Source: an optimization exercise on an open RTL-to-GDS flow (aim: small area, a short achievable clock period and few clock cycles per item). Production flows keep margins and buffers that such runs may drop.
The RTL was checked by simulation tests, not by an equivalence proof against the original design.

==> flow/design.v, too long to show whole: its modules and the start of the top module <==
// module dsbs_sine_rom: 267 lines
// module dsbs_level_cs: 419 lines
// module dsbs_sine_cs: 517 lines
// module dsbs_acc_cs: 778 lines
// module dsbs_bank: 76 lines
// module damped_sine_bank_synth: 186 lines
module damped_sine_bank_synth (
    input  logic        aclk,
    input  logic        aresetn,
    input  logic        cfg_we,
    input  logic [3:0]  cfg_wdata,
    input  logic        s_tvalid,
    output logic        s_tready,
    input  logic [63:0] s_tdata,
    input  logic [0:0]  s_tuser,
    output logic        m_tvalid,
    input  logic        m_tready,
    output logic [23:0] m_tdata
);
  // ...
==> flow/run.sh <==
#!/bin/bash
# synth_recipe.tcl (not shown) runs the flow's synth.tcl, then flattens the netlist and writes it again
# the make line also repeats each setting of config.mk as NAME=value (left out here)
make -C /OpenROAD-flow-scripts/flow DESIGN_CONFIG=/design/flow/config.mk WORK_HOME=/design/flow/orfs CLKGATE_MAP_FILE= SYNTH_SCRIPT=/design/flow/synth_recipe.tcl finish
==> flow/config.mk <==
export PLATFORM = sky130hd
export DESIGN_NAME = damped_sine_bank_synth
export DESIGN_NICKNAME = damped_sine_bank_synth
export VERILOG_FILES = /design/flow/design.v
export SDC_FILE = /design/flow/constraint.sdc
export NUM_CORES = 4
export LEC_CHECK = 0
export ABC_AREA = 1
export CAP_MARGIN = 60
export CORE_MARGIN = 2
export CORE_UTILIZATION = 40
export SLEW_MARGIN = 60
export SYNTH_MEMORY_MAX_BITS = 32768
==> flow/constraint.sdc <==
create_clock -name core_clock -period 14.0 [get_ports {aclk}]
set_input_delay 2.8000 -clock core_clock [delete_from_list [all_inputs] [get_ports {aclk}]]
set_output_delay 2.8000 -clock core_clock [all_outputs]
set_load 0.01 [all_outputs]
==> results.json, run 1 <==
{
  "design.seq.count": 2245,
  "multi_input_area_share_pct": 54.0,
  "fin_skew_ns": 0.129,
  "cts-htree-levels": 4,
  "synth_ff_type": "dfxtp_1",
  "holdBufCountCts": 0,
  "status": "timing/DRC/antenna clean",
  "cts_tree": "built",
  "utilization_pct": 44.2,
  "synth_top_family_by_area": "adder cells",
  "synthAdderAreaFrac_pct": 31.8,
  "end_kind": "flop",
  "cpMostUsedCell": "fa_1",
  "r2r-end": "g_lane[0].u_lane.h_pb[15]",
  "cp_data_arrival_time_ns": 5.89,
  "regArea_um2": 46700,
  "max_freq_mhz": 194,
  "synth_xor_area_share_pct": 0.761,
  "finalCritPeriodShare_pct": 36.8,
  "layout.nonclk_buf_share_pct": 2.30,
  "start_util_pct": 40.1,
  "n_all_inverters": 4259,
  "most-common-layout-cells": "nand2_1, inv_1, fa_1",
  "setup_viol": 0,
  "synth_top_area_share_pct": 27.5
}
Testbench counts, summed over its fixed seeds: cycles 7,215, items 2,312.
==> module dsbs_bank, before the edit <==
module dsbs_bank (
    input  logic        aclk,
    input  logic        advance,      
    input  logic        load,         
    input  logic [23:0] load_step,
    input  logic [15:0] load_level,   
    input  logic [15:0] load_decay,   
    output logic [34:0] prod_a,       
    output logic [34:0] prod_b
);
    logic [23:0] h_phase, h_step;
    logic [15:0] h_level, h_decay, h_new_level;
    logic [34:0] h_pa, h_pb;
    logic [23:0] t_phase, t_step;
    logic [15:0] t_level, t_decay;
    logic [8:0]  t_qidx;
    logic        t_neg;
    logic [23:0] m_phase, m_step;
    logic [15:0] m_level, m_decay;
    logic [14:0] m_mag;
    logic        m_neg;
    logic [29:0] m_la, m_lb;
    logic [23:0] phase_n;
    logic [7:0]  r;
    assign phase_n = load ? 24'd0 : (advance ? h_phase + h_step : h_phase);
    assign r       = phase_n[21:14];
    always_ff @(posedge aclk) begin
        t_phase <= phase_n;
        t_qidx  <= phase_n[22] ? (9'd256 - {1'b0, r}) : {1'b0, r};
        t_neg   <= phase_n[23];
        if (load) begin
            t_step  <= load_step;
            t_level <= load_level;
            t_decay <= load_decay;
        end else begin
            t_step  <= h_step;
            t_level <= advance ? h_new_level : h_level;
            t_decay <= h_decay;
        end
    end
    logic [14:0] mag;
    logic [29:0] la, lb;
    dsbs_sine_rom u_rom (.qidx(t_qidx), .mag(mag));
    dsbs_level_cs u_lcs (.level(t_level), .decay(t_decay), .row_a(la), .row_b(lb));
    always_ff @(posedge aclk) begin
        m_phase <= t_phase;
        m_step  <= t_step;
        m_level <= t_level;
        m_decay <= t_decay;
        m_mag   <= mag;
        m_neg   <= t_neg;
        m_la    <= la;
        m_lb    <= lb;
    end
    logic [29:0] lv_sum;
    logic [15:0] new_level;
    logic [34:0] pa, pb;
    assign lv_sum = m_la + m_lb;
    always_comb begin
        if (m_decay[15])      new_level = m_level;
        else if (m_level[15]) new_level = m_decay;
        else                  new_level = {1'b0, lv_sum[29:15]};
    end
    dsbs_sine_cs u_scs (.mag(m_mag), .neg(m_neg), .level(m_level), .row_a(pa), .row_b(pb));
    always_ff @(posedge aclk) begin
        h_phase     <= m_phase;
        h_step      <= m_step;
        h_level     <= m_level;
        h_decay     <= m_decay;
        h_new_level <= new_level;
        h_pa        <= pa;
        h_pb        <= pb;
    end
    assign prod_a = advance ? h_pa : 35'd0;
    assign prod_b = advance ? h_pb : 35'd0;
endmodule
==> module damped_sine_bank_synth, before the edit <==
module damped_sine_bank_synth (
    input  logic        aclk,
    input  logic        aresetn,
    input  logic        cfg_we,
    input  logic [3:0]  cfg_wdata,
    input  logic        s_tvalid,
    output logic        s_tready,
    input  logic [63:0] s_tdata,
    input  logic [0:0]  s_tuser,
    output logic        m_tvalid,
    input  logic        m_tready,
    output logic [23:0] m_tdata
);
    localparam int K = dsbs_pkg::LANES;
    logic [3:0]   active_reg;
    logic [1:0]   cur;           
    logic         ready_reg;     
    logic         pv;            
    logic [1:0]   ppos;          
    logic [1:0]   outstanding;   
    logic [K-1:0] act;           
    logic         fin;           
    logic         q_v     [2];
    logic         q_tick  [2];
    logic [1:0]   q_grp   [2];   
    logic [K-1:0] q_lane  [2];
    logic [23:0]  q_step  [2];
    logic [15:0]  q_level [2];
    logic [15:0]  q_decay [2];
    function automatic logic [1:0] grp_of(input logic [3:0] slot);
        if (slot < 4'd5)       grp_of = 2'd0;
        else if (slot < 4'd10) grp_of = 2'd1;
        else if (slot < 4'd15) grp_of = 2'd2;
        else                   grp_of = 2'd3;
    endfunction
    function automatic logic [K-1:0] lane_of(input logic [3:0] slot);
        logic [3:0] l;
        if (slot < 4'd5)       l = slot;
        else if (slot < 4'd10) l = slot - 4'd5;
        else if (slot < 4'd15) l = slot - 4'd10;
        else                   l = 4'd15;
        for (int j = 0; j < K; j++) lane_of[j] = (l == 4'(j));
    endfunction
    logic start_ok, ld_ok, take0, take1, start, pop, accept;
    logic [K-1:0] ld_hit;
    assign start_ok = !(pv && (ppos != 2'd2)) && (outstanding != 2'd2);
    assign ld_ok    = (q_grp[0] == cur) || (q_grp[0] == 2'd3);
    assign take0    = q_v[0] && (q_tick[0] ? start_ok : ld_ok);
    assign take1    = take0 && !q_tick[0] && q_v[1] && q_tick[1] && start_ok;
    assign start    = (take0 && q_tick[0]) || take1;
    assign ld_hit   = (take0 && !q_tick[0]) ? q_lane[0] : '0;
    assign pop      = m_tvalid && m_tready;
    assign accept   = s_tvalid && ready_reg;
    assign s_tready = ready_reg;
    logic         pv_n;
    logic [1:0]   ppos_n, outst_n, cur_n;
    logic [K-1:0] act_n;
    logic [3:0]   base_n;
    logic [1:0]   cnt, cnt_left, cnt_n;
    assign cnt      = 2'(q_v[0]) + 2'(q_v[1]);
    assign cnt_left = cnt - 2'(take0) - 2'(take1);
    assign cnt_n    = cnt_left + 2'(accept);
    assign pv_n     = start || (pv && (ppos != 2'd2));
    assign ppos_n   = start ? 2'd0 : ppos + 2'd1;
    assign outst_n  = outstanding + 2'(start) - 2'(pop);
    assign cur_n    = (cur == 2'd2) ? 2'd0 : cur + 2'd1;
    assign base_n   = (cur_n == 2'd0) ? 4'd0 : ((cur_n == 2'd1) ? 4'd5 : 4'd10);
    always_comb begin
        for (int j = 0; j < K; j++) act_n[j] = pv_n && ((base_n + 4'(j)) < active_reg);
    end
    always_ff @(posedge aclk) begin
        if (!aresetn) begin
            active_reg  <= 4'd1;
            cur         <= 2'd0;
            ready_reg   <= 1'b1;
            q_v[0]      <= 1'b0;
            q_v[1]      <= 1'b0;
            pv          <= 1'b0;
            ppos        <= 2'd0;
            outstanding <= 2'd0;
            fin         <= 1'b0;
            act         <= '0;
        end else begin
            if (cfg_we) active_reg <= cfg_wdata;
            cur         <= cur_n;
            ready_reg   <= (cnt_n != 2'd2);
            q_v[0]      <= (cnt_n != 2'd0);
            q_v[1]      <= (cnt_n == 2'd2);
            pv          <= pv_n;
            ppos        <= ppos_n;
            outstanding <= outst_n;
            fin         <= pv && (ppos == 2'd2);
            act         <= act_n;
        end
    end
    logic         in_tick;
    logic [1:0]   in_grp;
    logic [K-1:0] in_lane;
    assign in_tick = s_tuser[0];
    assign in_grp  = grp_of(s_tdata[3:0]);
    assign in_lane = lane_of(s_tdata[3:0]);
    always_ff @(posedge aclk) begin
        if (take0 && q_v[1] && !take1) begin
            q_tick[0]  <= q_tick[1];
            q_grp[0]   <= q_grp[1];
            q_lane[0]  <= q_lane[1];
            q_step[0]  <= q_step[1];
            q_level[0] <= q_level[1];
            q_decay[0] <= q_decay[1];
        end else if (cnt_left == 2'd0) begin
            q_tick[0]  <= in_tick;
            q_grp[0]   <= in_grp;
            q_lane[0]  <= in_lane;
            q_step[0]  <= s_tdata[27:4];
            q_level[0] <= s_tdata[43:28];
            q_decay[0] <= s_tdata[59:44];
        end
        if (cnt_left == 2'd1) begin
            q_tick[1]  <= in_tick;
            q_grp[1]   <= in_grp;
            q_lane[1]  <= in_lane;
            q_step[1]  <= s_tdata[27:4];
            q_level[1] <= s_tdata[43:28];
            q_decay[1] <= s_tdata[59:44];
        end
    end
    logic [15:0] sat_level;
    logic [15:0] sat_decay;
    logic [12*35-1:0] rows;
    assign sat_level = (q_level[0] > dsbs_pkg::UNITY) ? dsbs_pkg::UNITY : q_level[0];
    assign sat_decay = (q_decay[0] > dsbs_pkg::UNITY) ? dsbs_pkg::UNITY : q_decay[0];
    for (genvar j = 0; j < K; j++) begin : g_lane
        dsbs_bank u_lane (
            .aclk       (aclk),
            .advance    (act[j]),
            .load       (ld_hit[j]),
            .load_step  (q_step[0]),
            .load_level (sat_level),
            .load_decay (sat_decay),
            .prod_a     (rows[(2*j)*35 +: 35]),
            .prod_b     (rows[(2*j+1)*35 +: 35])
        );
    end
    logic [34:0] acc_a, acc_b, sum_a, sum_b;
    logic        first;
    assign first = pv && (ppos == 2'd0);
    assign rows[(2*K)*35 +: 35]   = first ? 35'd16384 : acc_a;
    assign rows[(2*K+1)*35 +: 35] = first ? 35'd0 : acc_b;
    dsbs_acc_cs u_acc (.rows(rows), .sum_a(sum_a), .sum_b(sum_b));
    always_ff @(posedge aclk) begin
        acc_a <= sum_a;
        acc_b <= sum_b;
    end
    logic        hv, tv;
    logic [19:0] hd, td;
    logic        push;
    logic [34:0] total;
    logic [19:0] sample;
    assign push   = fin;
    assign total  = acc_a + acc_b;
    assign sample = total[34:15];
    always_ff @(posedge aclk) begin
        if (!aresetn) begin
            hv <= 1'b0;
            tv <= 1'b0;
        end else if (pop) begin
            hv <= tv || push;
            tv <= tv && push;
        end else begin
            hv <= hv || push;
            tv <= tv || (hv && push);
        end
    end
    always_ff @(posedge aclk) begin
        if (pop) begin
            if (tv) hd <= td;
            else if (push) hd <= sample;
            if (tv && push) td <= sample;
        end else begin
            if (!hv && push) hd <= sample;
            else if (hv && push) td <= sample;
        end
    end
    assign m_tvalid = hv;
    assign m_tdata  = {4'd0, hd};
endmodule
==> inputs of run 2 (changes only) <==
--- a/flow/design.v
+++ b/flow/design.v
@@ -1986,6 +1986,7 @@
 module dsbs_bank (
     input  logic        aclk,
     input  logic        advance,      
+    input  logic        advance_next,  
     input  logic        load,         
     input  logic [23:0] load_step,
     input  logic [15:0] load_level,   
@@ -1994,7 +1995,7 @@
     output logic [34:0] prod_b
 );
     logic [23:0] h_phase, h_step;
-    logic [15:0] h_level, h_decay, h_new_level;
+    logic [15:0] h_level, h_decay;
     logic [34:0] h_pa, h_pb;
     logic [23:0] t_phase, t_step;
     logic [15:0] t_level, t_decay;
@@ -2007,7 +2008,7 @@
     logic [29:0] m_la, m_lb;
     logic [23:0] phase_n;
     logic [7:0]  r;
-    assign phase_n = load ? 24'd0 : (advance ? h_phase + h_step : h_phase);
+    assign phase_n = load ? 24'd0 : h_phase;
     assign r       = phase_n[21:14];
     always_ff @(posedge aclk) begin
         t_phase <= phase_n;
@@ -2019,7 +2020,7 @@
             t_decay <= load_decay;
         end else begin
             t_step  <= h_step;
-            t_level <= advance ? h_new_level : h_level;
+            t_level <= h_level;
             t_decay <= h_decay;
         end
     end
@@ -2048,13 +2049,12 @@
     end
     dsbs_sine_cs u_scs (.mag(m_mag), .neg(m_neg), .level(m_level), .row_a(pa), .row_b(pb));
     always_ff @(posedge aclk) begin
-        h_phase     <= m_phase;
-        h_step      <= m_step;
-        h_level     <= m_level;
-        h_decay     <= m_decay;
-        h_new_level <= new_level;
-        h_pa        <= pa;
-        h_pb        <= pb;
+        h_phase <= advance_next ? m_phase + m_step : m_phase;
+        h_step  <= m_step;
+        h_level <= advance_next ? new_level : m_level;
+        h_decay <= m_decay;
+        h_pa    <= pa;
+        h_pb    <= pb;
     end
     assign prod_a = advance ? h_pa : 35'd0;
     assign prod_b = advance ? h_pb : 35'd0;
@@ -2194,6 +2194,7 @@
         dsbs_bank u_lane (
             .aclk       (aclk),
             .advance    (act[j]),
+            .advance_next (act_n[j]),
             .load       (ld_hit[j]),
             .load_step  (q_step[0]),
             .load_level (sat_level),
--- a/flow/config.mk
+++ b/flow/config.mk
@@ -6,8 +6,8 @@
 export NUM_CORES = 4
 export LEC_CHECK = 0
 export ABC_AREA = 1
-export CAP_MARGIN = 60
+export CAP_MARGIN = 80
 export CORE_MARGIN = 2
-export CORE_UTILIZATION = 40
-export SLEW_MARGIN = 60
+export CORE_UTILIZATION = 50
+export SLEW_MARGIN = 80
 export SYNTH_MEMORY_MAX_BITS = 32768
==> run 2 against run 1 <==
  * Register-to-register slack better by 0.43 ns
  * Critical path type is now reg -> out
  * Critical endpoint is now m_tdata[7]
  * First-iteration DRC count down 8.8%
  * Final area up 2.7%
==> results.json, run 2 <==
{
  "status": "timing/DRC/antenna clean",
  "holdBufCountCts": 0,
  "syn_area_um2": 161000,
  "clkSinkCount": 2165,
  "r2r-end": "g_lane[0].u_lane.h_pb[19]",
  "synthSimpleGateAreaFrac_pct": 22.0,
  "setup.worst_path.class": "reg -> out",
  "fill_cells": 30300,
  "drt-initial-drc-count": 12500,
  "dp_hpwl_um": 454000,
  "yosysMostFrequentCell": "nand2_1",
  "grt_overflow": 0,
  "rr_worst_depth": 14,
  "die_w_um": 571,
  "holdCritPathClass": "reg -> reg",
  "core_area_um2": 321000,
  "max-clock-path-buffers": 4,
  "track_usage_pct": 35.5,
  "end_kind": "output port",
  "fin_skew_ns": 0.107,
  "cts-root-buf": "clkbuf_16",
  "async_reset_ff_share_pct": 0,
  "yosysSeqAreaShare_pct": 28.0,
  "setup_viol": 0,
  "cts_resized": 0,
  "synthAdderAreaFrac_pct": 31.8,
  "worstPathBufferInverterCount": 1,
  "grt_pass1_vias": 136000,
  "postRouteAntennaNets": 0,
  "routed_wl_um": 576000,
  "clk-insertion-delay-late_ns": 0.96,
  "cp_data_arrival_time_ns": 1.92,
  "grt_max_degree": 45,
  "synth_xor_area_share_pct": 0.582,
  "antenna_found_initial": 25,
  "num_vias": 135000,
  "viasPerCell": 5.31,
  "synth.area.top_cells": "fa_1, dfxtp_1, nand2_1",
  "yosysTopAreaCell": "fa_1",
  "grt_use_met2_pct": 55.9,
  "reg.largest.list": "g_lane.u_lane.h_pa: 155 flops, g_lane.u_lane.h_pb: 155 flops",
  "nNetsFinal": 23700,
  "synthCells": 20600,
  "placed_area_um2": 174000,
  "grt_pass1_wl_um": 863000,
  "ys_ff_latch": 2165,
  "start_util_pct": 50.2,
  "drc": 0,
  "dp_slack_ns": 8.94,
  "finalCritPeriodShare_pct": 33.7,
  "row_count": 208,
  "final_common_cell": "nand2_1",
  "dr.pass1.iters": 8,
  "yosysWarnings": 17,
  "fin_ws_ns": 9.28,
  "post_cts_buffers": 0,
  "max_freq_mhz": 212,
  "finalInstanceArea_um2": 182000,
  "synth_top_family_by_area": "adder cells",
  "synth_commonest_cells": "nand2_1, inv_1, fa_1",
  "required_ns": 11.20,
  "rsz0062_at_grt": "no",
  "clkTransAtPathRegs_ns": 0.06,
  "reg2reg_slack_ns": 9.28,
  "reg2reg_from": "g_lane[0].u_lane.m_phase[23]",
  "synth_cell_types": 58,
  "avgSynthCellArea_um2": 7.80,
  "cp_cell_sequence": "clkdlybuf4s50_1",
  "top_usage_layer": "met2",
  "post_drt_wl_per_cell_um": 22.7,
  "cts-htree-levels": 4,
  "numCtsBuffers": 231,
  "cts_tree": "built",
  "fin_cells": 25400,
  "gr-usage-met1_pct": 47.3,
  "worstPathMaxFanout": 1,
  "port_buffers": 91,
  "synth_top_area_share_pct": 27.5,
  "crit_path_top_delay_cell": "clkdlybuf4s50_1",
  "synth_edf_count": 168,
  "muxShareOfSynthArea_pct": 0,
  "most-common-layout-cells": "nand2_1, inv_1, fa_1",
  "holdPathEnd": "g_lane[1].u_lane.m_phase[6]",
  "grt_util_met3_pct": 6.59,
  "die-height_um": 571,
  "synth_compound_area_share_pct": 5.83,
  "period_minus_slack_ns": 4.72,
  "final_layout_size_suffix_gt1_share_pct": 9.29,
  "timing.setup.tns_ns": 0,
  "slowest_delay_ns": 0.57,
  "die_area_um2": 326000,
  "maxCapViolCount": 0,
  "gp_congestion": 1.01,
  "synth_ff_type": "dfxtp_1",
  "critPathLaunchType": "flop",
  "syn2layout_area_growth_pct": 13.4,
  "final_max_slew_viol_count": 0,
  "post-place-cells": 24900,
  "holdCritStartpoint": "g_lane[1].u_lane.t_phase[6]",
  "io_pins": 100,
  "min_path_cells": 0,
  "hold_violations": 0,
  "cpLargestDelayFamily": "buffers and inverters"
}
[run 2: cell types whose count changed after synthesis, sizes merged, moves of 31 or more]
cell,delta
buf,+43
nor3,-44
o21ai,-41
a31oi,-113
a21oi,-128
dfxtp,-80
nand2,+907
a211oi,-31
nand4,+53
clkbuf,-55
nand3,+231
o22ai,-51
[run 2: cell type report]
cell class / count / area [um2] / area share (%)
inverter: 4257 / 16200 / 8.88
multi-input combinational: 13500 / 99600 / 54.6
clock buffer: 320 / 6720 / 3.69
tap: 4305 / 5390 / 2.95
clock inverter: 110 / 1430 / 0.785
antenna: 44 / 110 / 0.0604
timing repair buffer: 679 / 7460 / 4.09
sequential: 2165 / 45500 / 24.9
[run 2: routing by layer]
metal	up-vias	part of all wire (%)
met4	10	5.4
met5	-	0.012
met1	65500	41
met2	5983	45
li1	61900	-
met3	1312	8.7
[run 2: worst max path at each step]
stage | start | endpoint | slack (ns) | depth (start not counted)
2_1_floorplan | ppos[0] | q_decay[0][0] | 6.86 | 14
3_3_place_gp | aresetn | act[3] | 8.65 | 4
3_5_place_dp | s_tdata[1] | q_lane[0][4] | 8.94 | 11
4_1_cts | ready_reg | s_tready | 9.24 | 1
5_1_grt | g_lane[0].u_lane.m_phase[23] | g_lane[0].u_lane.h_pb[19] | 9.14 | 14
6_report | hd[7] | m_tdata[7] | 9.28 | 1
[run 2: stage by stage]
step	hold WS (ns)	util, %
2_1_floorplan	0.310	-
3_3_place_gp	0.310	51.9
3_5_place_dp	0.312	54.1
4_1_cts	0.292	56.7
5_1_grt	0.302	56.9
6_report	0.300	56.9
[run 2: logic make-up (layout without fill, tap and decap cells)]
family / count (synthesis) / in the layout
compound gates: 1700 / 1700
xor+xnor: 107 / 107
other cells: 1 / 48
fa+ha+maj: 2761 / 2761
simple gates: 8909 / 8909
flops: 2165 / 2165
buf+inv: 4976 / 5366
Testbench counts of run 2, summed over its fixed seeds: cycles 7,215, items 2,312.

==> separate check: timing with driven ports <==
No port has a modelled driver above. Below, the same layouts with a new extraction and two added sets of constraints. Step 1 sets driving cells, clkbuf_16 on the clock port and buf_2 on the other inputs (assumed; they add their load-dependent delay and slew). Step 2 also shifts input and output timing later by t, the mid clock arrival at the registers, as if the neighbouring blocks saw the same clock. a / b / c = ideal ports / drivers / drivers and shift; a / b = the first two.
| run | shift t [ns] | setup WS [ns] | worst setup path at the end | worst slew at a driven data input, ns | pins driven straight from the clock port |
|---|---|---|---|---|---|
| run 1 | 1.048 | 8.845 / 8.845 / 8.845 | register to register | 0.09 | 1 |
| run 2 | 1.021 | 9.280 / 9.169 / 9.134 | input to register | 0.07 | 1 |
After both steps every run listed still meets setup and hold. For run 2, which loses most, drivers alone change the setup slack by -0.111 ns; drivers and shift together by -0.146 ns.
